Background: an optimization exercise with open tools, aiming at small area and a short achievable clock period. Do not read the settings as production practice. Only simulation tests tie the RTL to the original design; equivalence was not proved. Power and IR drop assume default switching activity.

**flow/constraint.sdc**
```tcl
create_clock -name core_clock -period 7.0 [get_ports {clk_i}]
set_input_delay 1.4000 -clock core_clock [delete_from_list [all_inputs] [get_ports {clk_i}]]
set_output_delay 1.4000 -clock core_clock [all_outputs]
set_load 0.01 [all_outputs]
```
**flow/run.sh**
```bash
#!/bin/bash
# synth_recipe.tcl (not shown) runs the flow's synth.tcl, then flattens the netlist and writes it again
# the make line also repeats each setting of config.mk as NAME=value (left out here)
make -C /OpenROAD-flow-scripts/flow DESIGN_CONFIG=/design/flow/config.mk WORK_HOME=/design/flow/orfs CLKGATE_MAP_FILE= SYNTH_SCRIPT=/design/flow/synth_recipe.tcl finish
```
**flow/design.v**
```verilog
`default_nettype none
package timer_pkg;
   typedef logic [15:0] cnt_t;    
   typedef logic [7:0]  presc_t;  
   typedef logic [7:0]  addr_t;
   typedef logic [31:0] data_t;
   typedef enum logic [2:0] {
      OP_SET     = 3'd0,  
      OP_TOGGLE  = 3'd1,  
      OP_CLEAR   = 3'd2,  
      OP_SET_CLR = 3'd3,  
      OP_CLR_SET = 3'd4   
   } comp_op_e;
   typedef struct packed {
      presc_t   presc;
      logic     sawtooth;   
      cnt_t     cnt_start;
      cnt_t     cnt_end;
      cnt_t     comp0;
      comp_op_e op0;
      cnt_t     comp1;
      comp_op_e op1;
   } timer_cfg_t;
   typedef struct packed {
      logic start;
      logic stop;
      logic rst;
      logic update;
   } timer_cmd_t;
   localparam int CNT_W = 16;
   localparam int CFG_W = 79;
   localparam int CMD_W = 4;
   localparam addr_t TIMER_STRIDE = 8'h20;
   localparam addr_t REG_CMD      = 8'h00;
   localparam addr_t REG_CFG      = 8'h04;  
   localparam addr_t REG_TH       = 8'h08;  
   localparam addr_t REG_CH0      = 8'h0C;  
   localparam addr_t REG_CH1      = 8'h10;
   localparam addr_t REG_COUNTER  = 8'h14;  
   localparam addr_t REG_EVENT    = 8'h80;  
   localparam int CMD_START_BIT  = 0;
   localparam int CMD_STOP_BIT   = 1;
   localparam int CMD_RST_BIT    = 2;
   localparam int CMD_UPDATE_BIT = 3;
endpackage
`default_nettype wire
`timescale 1ns/1ps
`default_nettype none
module timer_counter (
   input  logic                  clk_i,
   input  logic                  reset_i,
   input  logic                  enable_i,
   input  logic                  rst_cnt_i,
   input  timer_pkg::timer_cfg_t cfg_i,
   output timer_pkg::cnt_t       count_o,
   output logic                  step_o,
   output logic                  end_o
);
   timer_pkg::presc_t presc_q;
   timer_pkg::cnt_t   count_q;
   timer_pkg::cnt_t   cnt_inc;
   timer_pkg::cnt_t   cnt_dec;
   logic              dir_down_q;  
   logic              tick;
   logic              cfg_ok;
   logic              in_range;
   assign tick    = enable_i && (presc_q >= cfg_i.presc);
   assign cnt_inc = count_q + 16'd1;
   assign cnt_dec = count_q - 16'd1;
   always_ff @(posedge clk_i) begin
      if (reset_i) begin
         presc_q    <= '0;
         count_q    <= '0;
         dir_down_q <= 1'b0;
         step_o     <= 1'b0;
         end_o      <= 1'b0;
      end else if (rst_cnt_i) begin
         presc_q    <= '0;
         count_q    <= cfg_i.cnt_start;
         dir_down_q <= 1'b0;
         step_o     <= 1'b0;
         end_o      <= 1'b0;
      end else begin
         step_o <= tick;  
         end_o  <= 1'b0;
         if (enable_i) begin
            presc_q <= tick ? '0 : presc_q + 8'd1;
         end
         if (tick) begin
            if (cfg_i.sawtooth) begin
               dir_down_q <= 1'b0;
               if (count_q == cfg_i.cnt_end) begin
                  count_q <= cfg_i.cnt_start;  
                  end_o   <= 1'b1;
               end else begin
                  count_q <= cnt_inc;
               end
            end else if (!dir_down_q) begin
               if (count_q == cfg_i.cnt_end) begin
                  count_q <= cfg_i.cnt_start;
                  end_o   <= 1'b1;
               end else begin
                  count_q    <= cnt_inc;
                  dir_down_q <= (cnt_inc == cfg_i.cnt_end);  
               end
            end else begin
               count_q <= cnt_dec;
               if (cnt_dec == cfg_i.cnt_start) begin
                  dir_down_q <= 1'b0;
                  end_o      <= 1'b1;  
               end
            end
         end
      end
   end
   assign count_o = count_q;
   assign cfg_ok   = (cfg_i.cnt_start <= cfg_i.cnt_end);
   assign in_range = (count_q >= cfg_i.cnt_start) && (count_q <= cfg_i.cnt_end);
endmodule
`default_nettype wire
`timescale 1ns/1ps
`default_nettype none
module timer_compare (
   input  logic                clk_i,
   input  logic                reset_i,
   input  logic                step_i,
   input  logic                end_i,
   input  timer_pkg::cnt_t     count_i,
   input  timer_pkg::cnt_t     comp_i,
   input  timer_pkg::comp_op_e op_i,
   output logic                pwm_o
);
   logic match;
   logic end_act;
   assign match   = step_i && (count_i == comp_i);
   assign end_act = end_i &&
                    ((op_i == timer_pkg::OP_SET_CLR) || (op_i == timer_pkg::OP_CLR_SET));
   always_ff @(posedge clk_i) begin
      if (reset_i) begin
         pwm_o <= 1'b0;
      end else if (end_act) begin
         pwm_o <= (op_i == timer_pkg::OP_CLR_SET);  
      end else if (match) begin
         case (op_i)
            timer_pkg::OP_SET:     pwm_o <= 1'b1;
            timer_pkg::OP_TOGGLE:  pwm_o <= ~pwm_o;
            timer_pkg::OP_CLEAR:   pwm_o <= 1'b0;
            timer_pkg::OP_SET_CLR: pwm_o <= 1'b1;
            timer_pkg::OP_CLR_SET: pwm_o <= 1'b0;
            default:               pwm_o <= pwm_o;  
         endcase
      end
   end
endmodule
`default_nettype wire
`timescale 1ns/1ps
`default_nettype none
module adv_timer (
   input  logic                  clk_i,
   input  logic                  reset_i,
   input  timer_pkg::timer_cfg_t cfg_i,    
   input  timer_pkg::timer_cmd_t cmd_i,
   output timer_pkg::cnt_t       count_o,
   output logic                  end_o,
   output logic [1:0]            pwm_o
);
   timer_pkg::timer_cfg_t act_cfg_q;
   logic                  run_q;
   logic                  cnt_step;
   logic                  cnt_end_p;
   always_ff @(posedge clk_i) begin
      if (reset_i) begin
         act_cfg_q <= '0;
         run_q     <= 1'b0;
      end else begin
         if (cmd_i.update) begin
            act_cfg_q <= cfg_i;  
         end
         if (cmd_i.stop) begin
            run_q <= 1'b0;  
         end else if (cmd_i.start) begin
            run_q <= 1'b1;
         end
      end
   end
   timer_counter u_cnt (
      .clk_i     (clk_i),
      .reset_i   (reset_i),
      .enable_i  (run_q),
      .rst_cnt_i (cmd_i.rst),
      .cfg_i     (act_cfg_q),
      .count_o   (count_o),
      .step_o    (cnt_step),
      .end_o     (cnt_end_p)
   );
   timer_compare u_cmp0 (
      .clk_i   (clk_i),
      .reset_i (reset_i),
      .step_i  (cnt_step),
      .end_i   (cnt_end_p),
      .count_i (count_o),
      .comp_i  (act_cfg_q.comp0),
      .op_i    (act_cfg_q.op0),
      .pwm_o   (pwm_o[0])
   );
   timer_compare u_cmp1 (
      .clk_i   (clk_i),
      .reset_i (reset_i),
      .step_i  (cnt_step),
      .end_i   (cnt_end_p),
      .count_i (count_o),
      .comp_i  (act_cfg_q.comp1),
      .op_i    (act_cfg_q.op1),
      .pwm_o   (pwm_o[1])
   );
   assign end_o = cnt_end_p;
endmodule
`default_nettype wire
`timescale 1ns/1ps
`default_nettype none
module apb_timer_regs #(
   parameter int NUM_TIMERS = 4  
) (
   input  logic                  clk_i,
   input  logic                  reset_i,
   input  logic                  psel_i,
   input  logic                  penable_i,
   input  logic                  pwrite_i,
   input  timer_pkg::addr_t      paddr_i,
   input  timer_pkg::data_t      pwdata_i,
   output timer_pkg::data_t      prdata_o,
   output logic                  pslverr_o,
   output logic [NUM_TIMERS*timer_pkg::CFG_W-1:0] cfg_o,    
   output logic [NUM_TIMERS*timer_pkg::CMD_W-1:0] cmd_o,
   input  logic [NUM_TIMERS*timer_pkg::CNT_W-1:0]       count_i,
   input  logic [NUM_TIMERS-1:0] end_i,
   output logic [NUM_TIMERS-1:0] events_o
);
   localparam int CFG_W = timer_pkg::CFG_W;
   localparam int CMD_W = timer_pkg::CMD_W;
   localparam int CNT_W = timer_pkg::CNT_W;
   logic [NUM_TIMERS-1:0] events_q;
   logic [NUM_TIMERS-1:0] ev_clr;
   logic [2:0]            tmr_idx;
   timer_pkg::addr_t      off;
   logic                  access;
   logic                  wr_en;
   logic                  rd_en;
   logic                  in_timer;
   logic                  is_event;
   logic                  off_ok;
   logic                  addr_ok;
   timer_pkg::timer_cfg_t sel_cfg;
   timer_pkg::cnt_t       sel_cnt;
   timer_pkg::data_t      rdata;
   assign tmr_idx  = paddr_i[7:5];
   assign off      = timer_pkg::addr_t'(paddr_i[4:0]);
   assign in_timer = paddr_i < timer_pkg::addr_t'(NUM_TIMERS * timer_pkg::TIMER_STRIDE);
   assign is_event = (paddr_i == timer_pkg::REG_EVENT);
   assign off_ok   = (off == timer_pkg::REG_CMD) || (off == timer_pkg::REG_CFG) ||
                     (off == timer_pkg::REG_TH)  || (off == timer_pkg::REG_CH0) ||
                     (off == timer_pkg::REG_CH1) || (off == timer_pkg::REG_COUNTER);
   assign addr_ok  = (in_timer && off_ok) || is_event;
   assign access    = psel_i && penable_i;
   assign wr_en     = access && pwrite_i && addr_ok;
   assign rd_en     = access && !pwrite_i;
   assign pslverr_o = access && !addr_ok;
   assign ev_clr = (wr_en && is_event) ? pwdata_i[NUM_TIMERS-1:0] : '0;
   for (genvar i = 0; i < NUM_TIMERS; i++) begin : gen_reg
      timer_pkg::timer_cfg_t shadow_q;
      timer_pkg::timer_cmd_t cmd_q;
      always_ff @(posedge clk_i) begin
         if (reset_i) begin
            shadow_q <= '0;
            cmd_q    <= '0;
         end else begin
            cmd_q <= '0;  
            if (wr_en && in_timer && (tmr_idx == 3'(i))) begin
               case (off)
                  timer_pkg::REG_CMD: begin
                     cmd_q.start  <= pwdata_i[timer_pkg::CMD_START_BIT];
                     cmd_q.stop   <= pwdata_i[timer_pkg::CMD_STOP_BIT];
                     cmd_q.rst    <= pwdata_i[timer_pkg::CMD_RST_BIT];
                     cmd_q.update <= pwdata_i[timer_pkg::CMD_UPDATE_BIT];
                  end
                  timer_pkg::REG_CFG: begin
                     shadow_q.presc    <= pwdata_i[7:0];
                     shadow_q.sawtooth <= pwdata_i[8];
                  end
                  timer_pkg::REG_TH: begin
                     shadow_q.cnt_start <= pwdata_i[15:0];
                     shadow_q.cnt_end   <= pwdata_i[31:16];
                  end
                  timer_pkg::REG_CH0: begin
                     shadow_q.comp0 <= pwdata_i[15:0];
                     shadow_q.op0   <= timer_pkg::comp_op_e'(pwdata_i[18:16]);
                  end
                  timer_pkg::REG_CH1: begin
                     shadow_q.comp1 <= pwdata_i[15:0];
                     shadow_q.op1   <= timer_pkg::comp_op_e'(pwdata_i[18:16]);
                  end
                  default: ;  
               endcase
            end
         end
      end
      assign cfg_o[i*CFG_W +: CFG_W] = shadow_q;
      assign cmd_o[i*CMD_W +: CMD_W] = cmd_q;
   end
   always_ff @(posedge clk_i) begin
      if (reset_i) begin
         events_q <= '0;
      end else begin
         events_q <= (events_q & ~ev_clr) | end_i;  
      end
   end
   always_comb begin
      sel_cfg = cfg_o[0 +: CFG_W];
      sel_cnt = count_i[0 +: CNT_W];
      for (int i = 0; i < NUM_TIMERS; i++) begin
         if (tmr_idx == 3'(i)) begin
            sel_cfg = cfg_o[i*CFG_W +: CFG_W];
            sel_cnt = count_i[i*CNT_W +: CNT_W];
         end
      end
   end
   always_comb begin
      rdata = '0;
      if (is_event) begin
         rdata = timer_pkg::data_t'(events_q);
      end else if (in_timer) begin
         case (off)
            timer_pkg::REG_CFG:     rdata = {23'b0, sel_cfg.sawtooth, sel_cfg.presc};
            timer_pkg::REG_TH:      rdata = {sel_cfg.cnt_end, sel_cfg.cnt_start};
            timer_pkg::REG_CH0:     rdata = {13'b0, sel_cfg.op0, sel_cfg.comp0};
            timer_pkg::REG_CH1:     rdata = {13'b0, sel_cfg.op1, sel_cfg.comp1};
            timer_pkg::REG_COUNTER: rdata = {16'b0, sel_cnt};
            default:                rdata = '0;  
         endcase
      end
   end
   assign prdata_o = rd_en ? rdata : '0;
   assign events_o = events_q;
endmodule
`default_nettype wire
`timescale 1ns/1ps
`default_nettype none
module apb_adv_timer_top #(
   parameter int NUM_TIMERS = 4
) (
   input  logic                    clk_i,
   input  logic                    reset_i,
   input  logic                    psel_i,
   input  logic                    penable_i,
   input  logic                    pwrite_i,
   input  timer_pkg::addr_t        paddr_i,
   input  timer_pkg::data_t        pwdata_i,
   output timer_pkg::data_t        prdata_o,
   output logic                    pslverr_o,
   output logic [2*NUM_TIMERS-1:0] pwm_o,     
   output logic [NUM_TIMERS-1:0]   events_o
);
   logic [NUM_TIMERS*timer_pkg::CFG_W-1:0] tmr_cfg;
   logic [NUM_TIMERS*timer_pkg::CMD_W-1:0] tmr_cmd;
   logic [NUM_TIMERS*timer_pkg::CNT_W-1:0] tmr_count;
   logic [NUM_TIMERS-1:0] tmr_end;
   apb_timer_regs #(
      .NUM_TIMERS (NUM_TIMERS)
   ) u_regs (
      .clk_i     (clk_i),
      .reset_i   (reset_i),
      .psel_i    (psel_i),
      .penable_i (penable_i),
      .pwrite_i  (pwrite_i),
      .paddr_i   (paddr_i),
      .pwdata_i  (pwdata_i),
      .prdata_o  (prdata_o),
      .pslverr_o (pslverr_o),
      .cfg_o     (tmr_cfg),
      .cmd_o     (tmr_cmd),
      .count_i   (tmr_count),
      .end_i     (tmr_end),
      .events_o  (events_o)
   );
   for (genvar i = 0; i < NUM_TIMERS; i++) begin : gen_timer
      adv_timer u_tim (
         .clk_i   (clk_i),
         .reset_i (reset_i),
         .cfg_i   (tmr_cfg[i*timer_pkg::CFG_W +: timer_pkg::CFG_W]),
         .cmd_i   (tmr_cmd[i*timer_pkg::CMD_W +: timer_pkg::CMD_W]),
         .count_o (tmr_count[i*timer_pkg::CNT_W +: timer_pkg::CNT_W]),
         .end_o   (tmr_end[i]),
         .pwm_o   (pwm_o[2*i +: 2])
      );
   end
endmodule
`default_nettype wire
```
**flow/config.mk**
```make
export PLATFORM = sky130hd
export DESIGN_NAME = apb_adv_timer_top
export DESIGN_NICKNAME = apb_adv_timer_top
export VERILOG_FILES = /design/flow/design.v
export SDC_FILE = /design/flow/constraint.sdc
export NUM_CORES = 4
export LEC_CHECK = 0
export CAP_MARGIN = 20
export CORE_MARGIN = 2
export CORE_UTILIZATION = 40
export SLEW_MARGIN = 20
```
==> summary.txt <==
==> worst max path at each step <==
stage | startpoint | to | slack, ns | depth (start not counted)
6_report | paddr_i[4] | prdata_o[20] | 0.34 | 8
5_1_grt | paddr_i[4] | prdata_o[20] | 0.23 | 8
4_1_cts | paddr_i[4] | prdata_o[20] | 0.48 | 8
3_5_place_dp | paddr_i[4] | prdata_o[20] | 0.49 | 8
3_3_place_gp | paddr_i[6] | prdata_o[6] | 0.54 | 11
2_1_floorplan | paddr_i[7] | prdata_o[18] | 2.21 | 9
==> layout make-up <==
cell class                      count  area share
Sequential cell                   772       0.343
Timing Repair Buffer              229      0.0438
Inverter                           73     0.00607
Clock buffer                      112      0.0532
Tap cell                         1298      0.0360
Clock inverter                     43      0.0115
Multi-Input combinational cell   3806       0.507
==> cells in the mapped netlist, drive strengths merged, types with 7 or more instances <==
library cell and count:
a311oi 30, or3 18, or2 8, a2111oi 8, buf 125, nand4 72, ha 44, o211ai 31
o31ai 7, nand3b 8, nor2 614, nand2b 32, o32ai 8, a31oi 41, and4 12, nor3b 8
nand3 106, nor3 93, nand2 828, dfxtp 772, a211oi 59, o2111ai 7, a221oi 25, a221o 8
and3 26, a21o 9, o22ai 25, a21oi 463, nor2b 38, mux2i 407, xor2 136, mux2 7
clkbuf 278, inv 73, and2 16, or4 10, o21ai 188, a22oi 9, nor4 51, xnor2 235
a211o 11, o221a 11, o221ai 24
==> power groups by stage <==
stage | clock network, mW | logic, mW | registers [mW]
after global routing | 4.98 | 0.369 | 4.39
after detailed placement | 0 | 0.346 | 4.49
after floorplan | 0 | 0.179 | 4.49
after CTS | 4.79 | 0.347 | 4.39
after global placement | 0 | 0.348 | 4.49
final | 4.73 | 0.362 | 4.39
==> registers in the layout (all words and copies together), names as in the netlist <==
register                          flops
gen_timer.u_tim.u_cnt.count_q        64
gen_timer.u_tim.u_cnt.presc_q        32
gen_timer.u_tim.act_cfg_q           316
u_regs.gen.shadow_q                 316
gen_timer.u_tim.u_cmp0.pwm_o          4
u_regs.gen.cmd_q                     16
gen_timer.u_tim.u_cnt.dir_down_q      4
gen_timer.u_tim.u_cmp1.pwm_o          4
gen_timer.u_tim.u_cnt.step_o          4
u_regs.events_q                       4
gen_timer.u_tim.u_cnt.end_o           4
gen_timer.u_tim.run_q                 4
==> layer usage <==
metal | vias up | wire, um
met5 | - | 103
met4 | 14 | 7980
met3 | 389 | 17300
met2 | 1985 | 72100
met1 | 18295 | 73000
li1 | 17349 | -
==> through the flow <==
stage	hold WS, ns	power, mW	setup WS (ns)	std cells	util
3_3_place_gp	0.378	4.84	0.541	6178	0.423
6_report	0.377	9.49	0.339	6333	0.452
3_5_place_dp	0.379	4.84	0.491	6178	0.423
5_1_grt	0.405	9.74	0.230	6333	0.452
4_1_cts	0.376	9.53	0.483	6333	0.452
2_1_floorplan	0.373	4.67	2.21	5054	-
==> logic make-up after synthesis <==
family                   count (synthesis)  synth area share
AO/OA/AOI/OAI                         1016             0.154
XOR/XNOR                               372            0.0813
adder cells (fa/ha/maj)                 44            0.0137
buffers and inverters                  476            0.0476
flip-flops                             772             0.384
multiplexers                           415             0.104
AND/OR/NAND/NOR                       1959             0.215
==> worst register-to-register path: stages (launching register included) <==
cell	delay (ns)
sky130_fd_sc_hd__dfxtp_1	0.64
sky130_fd_sc_hd__inv_1	0.16
sky130_fd_sc_hd__ha_1	0.33
sky130_fd_sc_hd__nor3b_1	0.46
sky130_fd_sc_hd__nand2_1	0.28
sky130_fd_sc_hd__or4_1	0.54
sky130_fd_sc_hd__xnor2_1	0.18
sky130_fd_sc_hd__nor4b_2	0.44
sky130_fd_sc_hd__a31oi_1	0.18
sky130_fd_sc_hd__nor3_1	0.51
==> flow_summary.yaml <==
run_status:
  outcome: "finished clean"
grt:
  gr-usage-all-layers: 0.321
  antenna_found_initial: 10
  grt_pass1_wl_um: 244000
  largest_net_degree_at_the_start_of_global_routing: 167
  grtUsageMet2: 0.474
  grt_overflow: 0
  busiest_layer: "met2"
  grt_use_met1: 0.452
  number_of_global_route_vias_before_repair: 34063
  grt.met3_usage: 0.0655
clock_tree:
  cts-resized-gates: 0
  cts_made_buffers: 86
  postCtsHoldBufs: 0
  clk_pin_slew_ns: 0.06
  buffers_from_clock_root_to_sink_at_most: 3
  cts.htree.levels: 3
  worstSkewPairLatency_ns: 0.69
  cts_tree: "yes"
  clock-root-buffer: "sky130_fd_sc_hd__clkbuf_16"
  cts_sinks: 772
  cts.repair_timing.setup_buffer_count: 0
routing:
  detailroute.via_count: 38032
  post_detailed_route_drc_marker_count: 0
  dr.first_iter.drc_count: 5165
  totalWireLength_um: 171000
  first_pass_iteration_count_of_the_detailed_router: 6
  avgViaCountPerCell: 6.01
  routedWlPerCell_um: 26.9
  number_of_routed_nets_with_antenna_violations: 0
pwr:
  powerDensity_nw_per_um2: 210
  leakagePower_nw: 15.5
  power_report.internal_total_mw: 7.21
  switching_fraction_of_total_power: 0.240
  clkPwrFrac: 0.499
  power.share.combinational: 0.038
  vdd_drop_max_v: 0.000194
  net_switching_power_of_the_design_mw: 2.28
  pwr-share-seq: 0.463
sta:
  worst_tran_pin_value_ns: 1.14
  fin_worst_skew_ns: 0.0247
  setup_viol_count_final: 0
  slew_violations: 0
  rsz_0062_raised_after_global_routing: "false"
  fin_tns_setup_ns: 0
  timing_hold_violations_final: 0
  timing.final.crit_period_ns: 6.66
  timing.final.crit_share: 0.952
  maxClockFrequency_mhz: 150
  max-slew-margin-rel: 0.237
worst_setup_path:
  worst_ep_arrival_time_ns: 5.26
  critical-path-top-delay-family: "simple AND/OR/NAND/NOR gates"
  max_stage_delay_ns: 0.79
  worstPathRequired_ns: 5.60
  critPathKind: "in2out"
  worstPathMaxFanout: 13
  regToRegStartpoint: "gen_timer[2].u_tim.u_cnt.count_q[1]"
  r2r_slack_ns: 3.10
  critical_path_buf_inv_count: 3
  worstSetupStartpointType: "primary input"
  reg2reg_depth: 9
  critical_path.reg2reg.endpoint: "gen_timer[2].u_tim.u_cnt.end_o"
  timing.critical_path.to_type: "primary output"
  critical_path.slowest_cell: "sky130_fd_sc_hd__or4_1"
  cp_cell_sequence: "clkdlybuf4s50_1 -> nor3_1 -> and2_1 -> nand2_1 -> buf_4 -> or4_1 -> a211oi_1 -> clkdlybuf4s50_1"
  crit_path_frequent_cell: "sky130_fd_sc_hd__clkdlybuf4s50_1"
synth:
  synth-seq-area-share: 0.384
  synth_area_leader_cell: "sky130_fd_sc_hd__dfxtp_1"
  yosys_top_cell_area_share: 0.384
  ys_warn_count: 4
  ys_seq_elements: 772
  synth-async-reset-ratio: 0
  synthesis.instances: 5054
  mappedNetlistNets: 5143
  postSynth.topFlopCell: "sky130_fd_sc_hd__dfxtp_1"
  cells_taking_the_most_area_after_synthesis: "sky130_fd_sc_hd__dfxtp_1, sky130_fd_sc_hd__mux2i_1, sky130_fd_sc_hd__nand2_1, sky130_fd_sc_hd__a21oi_1, sky130_fd_sc_hd__nor2_1"
  synth.cell_area_sq_um: 40200
  synth.avg_cell_area_sq_um: 7.96
  synth_cell_types: 90
  synth_edf_count: 0
cells_and_area:
  diodes: 0
  multi_input_area_sq_um: 22900
  layout.cells.most_common: "sky130_fd_sc_hd__nand2_1"
  layout-area-overhead-vs-synth_pct: 12.3
  final_cell_area_sq_um: 45200
  fillCellCount: 9956
  layout.area.seq_sq_um: 15500
  final_layout_size_suffix_gt1_frac: 0.0717
  design.final.nets: 5057
  mostFrequentLayoutCells: "sky130_fd_sc_hd__nand2_1, sky130_fd_sc_hd__dfxtp_1, sky130_fd_sc_hd__nor2_1, sky130_fd_sc_hd__a21oi_1, sky130_fd_sc_hd__mux2i_1"
min_path:
  min-delay-start: "u_regs.gen_reg[0].cmd_q[2]"
  hold_path_class: "reg2reg"
  whs_endpoint: "gen_timer[0].u_tim.run_q"
  worst_hold_path.num_cells: 1
flow_run:
  maxCapViolCount: 0
floorplan:
  placementRows: 116
  chipWidth_um: 321
  num_io_pins: 90
  dieArea_sq_um: 103000
  core-area_sq_um: 99900
  initial_utilization: 0.403
  die_h_um: 321
place:
  placer_congestion_estimate: 1.04
  placedInstanceArea_sq_um: 42200
  hpwl_um: 124000
  port-buffer-count: 89

## port drivers added, routing unchanged
The flow's constraints put no driver on any port. The routed layout listed below was extracted and timed again, unchanged, in two steps. Step 1, drivers: a clkbuf_16 drives clk_i and a buf_2 each remaining input, both assumed. Step 2, shift: input delay + t, output delay - t, t = (earliest + latest rising clock arrival at the registers) / 2. This alone moves slack from input paths to output paths. a / b / c = ideal / step 1 / step 2; a / b = the first two.
t (ns): 0.738
setup slack, ns: 0.339 / 0.311 / 0.311
hold slack, ns: 0.377 / 0.377 / 0.377
slew at the worst register clock pin (ns): 0.07 / 0.07
worst slew at a driven data input, ns: 0.12
After both steps setup and hold are still met in this run. The setup slack of this run moves by -0.028 ns with the drivers and by -0.028 ns with both steps.
